From an optimization exercise on the open Yosys and OpenROAD flow, aimed at small area and a short achievable clock period; shortcuts taken in it are not production practice.
The RTL was checked by simulation tests, not by an equivalence proof against the original design.
Power and IR drop assume default switching activity.

==> inputs of job 926 <==
Design fpmul_top, start of the top module:
module fpmul_top (
	input  logic                  clk,
	input  logic                  rst,
	input  logic                  in_valid,
	input  logic [31:0]           a,
	input  logic [31:0]           b,
	output logic                  out_valid,
	output fpmul_pkg::fpmul_out_t out
);
export LEC_CHECK = 0
export CAP_MARGIN = 20
export CORE_MARGIN = 2
export CORE_UTILIZATION = 40
export SETUP_SLACK_MARGIN = 4.5
export SLEW_MARGIN = 20
export SYNTH_HIERARCHICAL = 1
export SYNTH_MINIMUM_KEEP_SIZE = 0
create_clock -name core_clock -period 7.5 [get_ports {clk}]
standard.sh (not shown) runs the stock make flow with config.mk's settings and CLKGATE_MAP_FILE= SYNTH_SCRIPT=/design/flow/synth_recipe.tcl, a recipe that flattens the netlist after the stock synthesis.
==> flow/flow/run.sh <==
#!/bin/bash
# The standard layout, with smaller port buffers: every input and output
# port still gets a buffer (buf_2 instead of the flow's default choice).
set -e
export BUFFER_PORTS_ARGS="-buffer_cell sky130_fd_sc_hd__buf_2"
cp standard.sh standard.sh.log
bash standard.sh > standard.log 2>&1
==> job 4735: changes against job 926 <==
- CTS_CLUSTER_DIAMETER: unset -> 200
- CTS_CLUSTER_SIZE: unset -> 20
==> summary.md <==
| Metric | Value |
|---|---|
| Clock group power | `1.20 mW` |
| Status | `timing/DRC/antenna clean` |
| Nets | `3066` |
| Reg clk slew, reported paths | `0.09 ns` |
| Reg2reg end | `r4_man[22]` |
| Crit path time final | `3.04 ns` |
| Non-clock buffer share | `5.25%` |
| Num CTS Buffers | `22` |
| Most frequent cells in the layout | `nand2_1 (614), fa_1 (488), dfxtp_1 (359)` |
| Final core occ | `41.7%` |
| Clock-cell share | `1.99%` |
| Sequential power | `3.20 mW` |
| Routed vias/inst | `5.13` |
| Worst Hold End | `r4_info[12]` |
The numbers above come from job 4735.

==> summary.md <==
| Metric | Value |
|---|---|
| Most frequent cells in the layout | `nand2_1 (614), fa_1 (488), dfxtp_1 (363)` |
| Status | `timing/DRC/antenna clean` |
| Clock-cell share | `5.07%` |
| Num CTS Buffers | `43` |
| Routed vias/inst | `5.12` |
| Worst Hold End | `r4_info[2]` |
| Nets | `3084` |
The numbers above come from job 926.


* * *

==> 09-12 <==
fpmul_top, a different RTL version from the one above (not shown whole).
==> module fpmul_top, before the edit <==
module fpmul_top (
	input  logic                  clk,
	input  logic                  rst,
	input  logic                  in_valid,
	input  logic [31:0]           a,
	input  logic [31:0]           b,
	output logic                  out_valid,
	output fpmul_pkg::fpmul_out_t out
);
	localparam int MID_W = 152;   
	logic [4:0] valid;   
	fpmul_pkg::info_t  p_info, r1_info, r2_info, r3_info, r4_info;
	logic [22:0]       r1_fa, r1_fb;
	logic [MID_W-1:0]  t_mid, r2_mid;
	logic [47:0]       t_sn, t_cn;       
	logic              l_cout, l_nz;
	logic [25:0]       r3_sn, r3_cn;
	logic              r3_cin, r3_lo_nz;
	logic              n_top, n_guard, n_sticky;
	logic [22:0]       n_man;
	logic              r4_top, r4_guard, r4_sticky;
	logic [22:0]       r4_man;
	fpmul_pkg::fpmul_out_t rnd, r5_out;
	fpmul_prep i_prep (
		.a    (a),
		.b    (b),
		.sign (p_info.sign),
		.exp  (p_info.exp),
		.nan  (p_info.nan),
		.inf  (p_info.inf),
		.zero (p_info.zero)
	);
	fpmul_tree_0 i_tree_0 (
		.x  ({1'b1, r1_fa}),   
		.y  ({1'b1, r1_fb}),
		.mo (t_mid)
	);
	fpmul_tree_1 i_tree_1 (
		.mi (r2_mid),
		.sn (t_sn),
		.cn (t_cn)
	);
	fpmul_cpa_lo i_cpa_lo (
		.sn    (t_sn[21:0]),
		.cn    (t_cn[21:0]),
		.cout  (l_cout),
		.lo_nz (l_nz)
	);
	fpmul_normalize i_normalize (
		.sn       (r3_sn),
		.cn       (r3_cn),
		.cin      (r3_cin),
		.lo_nz    (r3_lo_nz),
		.top      (n_top),
		.man      (n_man),
		.guard    (n_guard),
		.sticky   (n_sticky)
	);
	fpmul_round i_round (
		.sign     (r4_info.sign),
		.exp      (r4_info.exp),
		.nan      (r4_info.nan),
		.inf      (r4_info.inf),
		.zero     (r4_info.zero),
		.top      (r4_top),
		.man      (r4_man),
		.guard    (r4_guard),
		.sticky   (r4_sticky),
		.res      (rnd)
	);
	always_ff @(posedge clk) begin
		if (rst) valid <= '0;
		else     valid <= {valid[3:0], in_valid};
	end
	always_ff @(posedge clk) begin
		r1_fa       <= a[22:0];
		r1_fb       <= b[22:0];
		r1_info     <= p_info;
		r2_mid      <= t_mid;
		r2_info     <= r1_info;
		r3_sn       <= t_sn[47:22];
		r3_cn       <= t_cn[47:22];
		r3_cin      <= l_cout;
		r3_lo_nz    <= l_nz;
		r3_info     <= r2_info;
		r4_top      <= n_top;
		r4_man      <= n_man;
		r4_guard    <= n_guard;
		r4_sticky   <= n_sticky;
		r4_info     <= r3_info;
		r5_out      <= rnd;
	end
	assign out_valid = valid[4];
	assign out       = r5_out;
endmodule
==> flow/config.mk <==
export PLATFORM = sky130hd
export DESIGN_NAME = fpmul_top
export DESIGN_NICKNAME = fpmul_top
export VERILOG_FILES = /design/flow/design.v
export SDC_FILE = /design/flow/constraint.sdc
export NUM_CORES = 4
export LEC_CHECK = 0
export CAP_MARGIN = 20
export CORE_MARGIN = 2
export CORE_UTILIZATION = 40
export SETUP_SLACK_MARGIN = 4.5
export SLEW_MARGIN = 20
export SYNTH_HIERARCHICAL = 1
export SYNTH_MINIMUM_KEEP_SIZE = 0
==> flow/constraint.sdc <==
create_clock -name core_clock -period 7.5 [get_ports {clk}]
set_input_delay 1.5000 -clock core_clock [delete_from_list [all_inputs] [get_ports {clk}]]
set_output_delay 1.5000 -clock core_clock [all_outputs]
set_load 0.01 [all_outputs]
Scripts as last shown in full above: flow/flow/run.sh
==> 10-02: changes against 09-12 <==
--- a/flow/design.v
+++ b/flow/design.v
@@ -3140,8 +3140,8 @@
 );
 	localparam int MID_W = 152;   
 	logic [4:0] valid;   
-	fpmul_pkg::info_t  p_info, r1_info, r2_info, r3_info, r4_info;
-	logic [22:0]       r1_fa, r1_fb;
+	fpmul_pkg::info_t  p_info, r2_info, r3_info, r4_info;
+	logic [31:0]       r1_a, r1_b;
 	logic [MID_W-1:0]  t_mid, r2_mid;
 	logic [47:0]       t_sn, t_cn;       
 	logic              l_cout, l_nz;
@@ -3153,8 +3153,8 @@
 	logic [22:0]       r4_man;
 	fpmul_pkg::fpmul_out_t rnd, r5_out;
 	fpmul_prep i_prep (
-		.a    (a),
-		.b    (b),
+		.a    (r1_a),
+		.b    (r1_b),
 		.sign (p_info.sign),
 		.exp  (p_info.exp),
 		.nan  (p_info.nan),
@@ -3162,8 +3162,8 @@
 		.zero (p_info.zero)
 	);
 	fpmul_tree_0 i_tree_0 (
-		.x  ({1'b1, r1_fa}),   
-		.y  ({1'b1, r1_fb}),
+		.x  ({1'b1, r1_a[22:0]}),   
+		.y  ({1'b1, r1_b[22:0]}),
 		.mo (t_mid)
 	);
 	fpmul_tree_1 i_tree_1 (
@@ -3204,11 +3204,10 @@
 		else     valid <= {valid[3:0], in_valid};
 	end
 	always_ff @(posedge clk) begin
-		r1_fa       <= a[22:0];
-		r1_fb       <= b[22:0];
-		r1_info     <= p_info;
+		r1_a        <= a;
+		r1_b        <= b;
 		r2_mid      <= t_mid;
-		r2_info     <= r1_info;
+		r2_info     <= p_info;
 		r3_sn       <= t_sn[47:22];
 		r3_cn       <= t_cn[47:22];
 		r3_cin      <= l_cout;
==> flow/run.sh (new file) <==
#!/bin/bash
# synth_recipe.tcl (not shown) runs the flow's synth.tcl, then flattens the netlist and writes it again
# the make line also repeats each setting of config.mk as NAME=value (left out here)
make -C /OpenROAD-flow-scripts/flow DESIGN_CONFIG=/design/flow/config.mk WORK_HOME=/design/flow/orfs CLKGATE_MAP_FILE= SYNTH_SCRIPT=/design/flow/synth_recipe.tcl finish
SETUP_SLACK_MARGIN = 4.0   (was 4.5)
removed: flow/flow/run.sh
removed: flow/standard.sh
==> impl_results.html <==
<table>
<tr><th>Metric</th><th>Value</th></tr>
<tr><th colspan="2">Outcome</th></tr>
<tr><td>Run status</td><td>complete, no violations</td></tr>
<tr><th colspan="2">Pwr</th></tr>
<tr><td>Clock-net power</td><td>2.13 mW</td></tr>
<tr><td>Power Combinational</td><td>6.86 mW</td></tr>
<tr><td>Power per unit of standard cell area</td><td>418 nW/um^2</td></tr>
<tr><td>Tot Pwr</td><td>12.2 mW</td></tr>
<tr><th colspan="2">Setup path</th></tr>
<tr><td>CP max stage cell</td><td>fa_1</td></tr>
<tr><td>Sum of buffers and inverters on the critical path</td><td>1</td></tr>
<tr><td>Max incr delay on CP</td><td>550 ps</td></tr>
<tr><td>Worst Path Required</td><td>7930 ps</td></tr>
<tr><th colspan="2">Global route</th></tr>
<tr><td>Met1 GRT Util</td><td>0.237</td></tr>
<tr><td>Vias in the first global route</td><td>19.2k</td></tr>
<tr><th colspan="2">Yosys</th></tr>
<tr><td>Sequential area share after synthesis</td><td>0.271</td></tr>
<tr><th colspan="2">Layout</th></tr>
<tr><td>Final Core Density</td><td>0.425</td></tr>
<tr><td>Area taken by multi-input logic gates</td><td>17300 um^2</td></tr>
<tr><td>Layout clock buffer count</td><td>57</td></tr>
<tr><th colspan="2">STA</th></tr>
<tr><td>Fin crit period</td><td>3110 ps</td></tr>
<tr><th colspan="2">Drt</th></tr>
<tr><td>Final Routed Wirelength</td><td>67.2 mm</td></tr>
</table>
Source of the figures above: 09-12

==> impl_results.html <==
<table>
<tr><th>Metric</th><th>Value</th></tr>
<tr><th colspan="2">Yosys</th></tr>
<tr><td>Most instantiated library cell after synthesis</td><td>nand2_1</td></tr>
<tr><td>Sequential area share after synthesis</td><td>0.273</td></tr>
<tr><th colspan="2">Setup path</th></tr>
<tr><td>Max incr delay on CP</td><td>610 ps</td></tr>
<tr><td>Cell family with most CP delay</td><td>simple AND/OR/NAND/NOR gates</td></tr>
<tr><td>CP max stage cell</td><td>or4_1</td></tr>
<tr><th colspan="2">Layout</th></tr>
<tr><td>Final Core Density</td><td>0.422</td></tr>
<tr><td>Layout clock buffer count</td><td>61</td></tr>
<tr><td>Area taken by multi-input logic gates</td><td>16800 um^2</td></tr>
<tr><th colspan="2">STA</th></tr>
<tr><td>Fin crit period</td><td>3370 ps</td></tr>
<tr><td>Hold Worst Slack</td><td>304 ps</td></tr>
<tr><th colspan="2">Drt</th></tr>
<tr><td>Final Routed Wirelength</td><td>69.5 mm</td></tr>
<tr><th colspan="2">Global route</th></tr>
<tr><td>Vias in the first global route</td><td>19.5k</td></tr>
<tr><td>Met1 GRT Util</td><td>0.254</td></tr>
<tr><th colspan="2">Clocking</th></tr>
<tr><td>Resized Gates After CTS</td><td>2</td></tr>
<tr><th colspan="2">Die</th></tr>
<tr><td>Core outline area</td><td>68600 um^2</td></tr>
<tr><th colspan="2">Pwr</th></tr>
<tr><td>Tot Pwr</td><td>11.6 mW</td></tr>
<tr><td>Power Combinational</td><td>6.23 mW</td></tr>
<tr><td>Power per unit of standard cell area</td><td>401 nW/um^2</td></tr>
<tr><td>Clock-net power</td><td>2.17 mW</td></tr>
<tr><th colspan="2">Outcome</th></tr>
<tr><td>Run status</td><td>complete, no violations</td></tr>
</table>
Source of the figures above: 10-02


* * *

==> v15 <==
Another version of the RTL of fpmul_top (not shown whole).
// fpmul_top
module fpmul_top (
	input  logic                  clk,
	input  logic                  rst,
	input  logic                  in_valid,
	input  logic [31:0]           a,
	input  logic [31:0]           b,
	output logic                  out_valid,
	output fpmul_pkg::fpmul_out_t out
);
Settings: LEC_CHECK=0, CAP_MARGIN=20, CORE_MARGIN=2, CORE_UTILIZATION=40, PLACE_DENSITY=0.75, SETUP_SLACK_MARGIN=4.0, SLEW_MARGIN=20, SYNTH_HIERARCHICAL=1, SYNTH_MINIMUM_KEEP_SIZE=0; clock period 7.5 ns.
run.sh (not shown) runs the stock make flow with config.mk's settings and CLKGATE_MAP_FILE= SYNTH_SCRIPT=/design/flow/synth_recipe.tcl, a recipe that flattens the netlist after the stock synthesis.
Stock flow here: none of the scripts above is used.
==> v2 (differences from v15) <==
Settings changed: PLACE_DENSITY 0.75 to unset, SETUP_SLACK_MARGIN 4.0 to 4.5.
==> summary.txt <==
Clock network power share: 0.104
Number of detailed-route iterations in the first pass: 6
Peak per-stage delay on the critical path: 0.62 ns
Met3 wire length: 12300 µm
Peak Freq: 0.299 GHz
Logic power comb: 12.2 mW
Met3 GRT Util: 0.0995
Grt met1 use: 0.325
Reg power frac: 0.152
Status: complete, no violations
Signal buf overhead: 0.181
Share of cells above drive strength 1: 0.374
DR vias: 21000
Met2 WL: 41800 µm
(the above is from v2)
==> summary.txt <==
Signal buf overhead: 0.0582
Status: complete, no violations
Met3 GRT Util: 0.0590
Number of detailed-route iterations in the first pass: 8
Clock network power share: 0.118
DR vias: 18300
Share of cells above drive strength 1: 0.0792
Met2 WL: 29700 µm
(the above is from v15)

afterwards: timing with drivers on the ports:
The flow's constraints put no driver on any port. The routed layouts listed below were extracted and timed again, unchanged, in two steps. Step 1: set_driving_cell puts a clkbuf_16 on clk and a buf_2 on each other input, an assumption about the parent block. Step 2 adds t to the input delays and takes it off the output delays; t is the mean of the earliest and latest rising clock arrival at the registers after step 1. Input paths then give back, and output paths get back, about the clock's delay inside the block. Slacks: ideal ports / drivers / drivers and shift; pairs: ideal ports / drivers.
run	shift t [ns]	setup WS [ns]	hold slack, ns	latest minus earliest clock arrival (ns)	slew at the worst register clock pin (ns)
job 926	0.634	4.484 / 4.484 / 4.484	0.323 / 0.323 / 0.323	0.015 / 0.014	0.06 / 0.06
job 4735	0.617	4.457 / 4.457 / 4.457	0.328 / 0.328 / 0.328	0.020 / 0.021	0.10 / 0.10
09-12	0.618	4.386 / 4.386 / 4.154	0.319 / 0.319 / 0.319	0.035 / 0.034	0.07 / 0.07
10-02	0.635	4.127 / 4.127 / 4.127	0.304 / 0.304 / 0.304	0.033 / 0.033	0.07 / 0.07
v15	0.633	4.067 / 4.067 / 3.505	0.321 / 0.321 / 0.321	0.028 / 0.027	0.07 / 0.07
v2	0.659	4.151 / 4.151 / 3.786	0.325 / 0.325 / 0.325	0.027 / 0.027	0.07 / 0.07
After both steps setup and hold are still met in every run listed. For v15, which loses most, drivers alone change the setup slack by 0.000 ns; drivers and shift together by -0.562 ns.
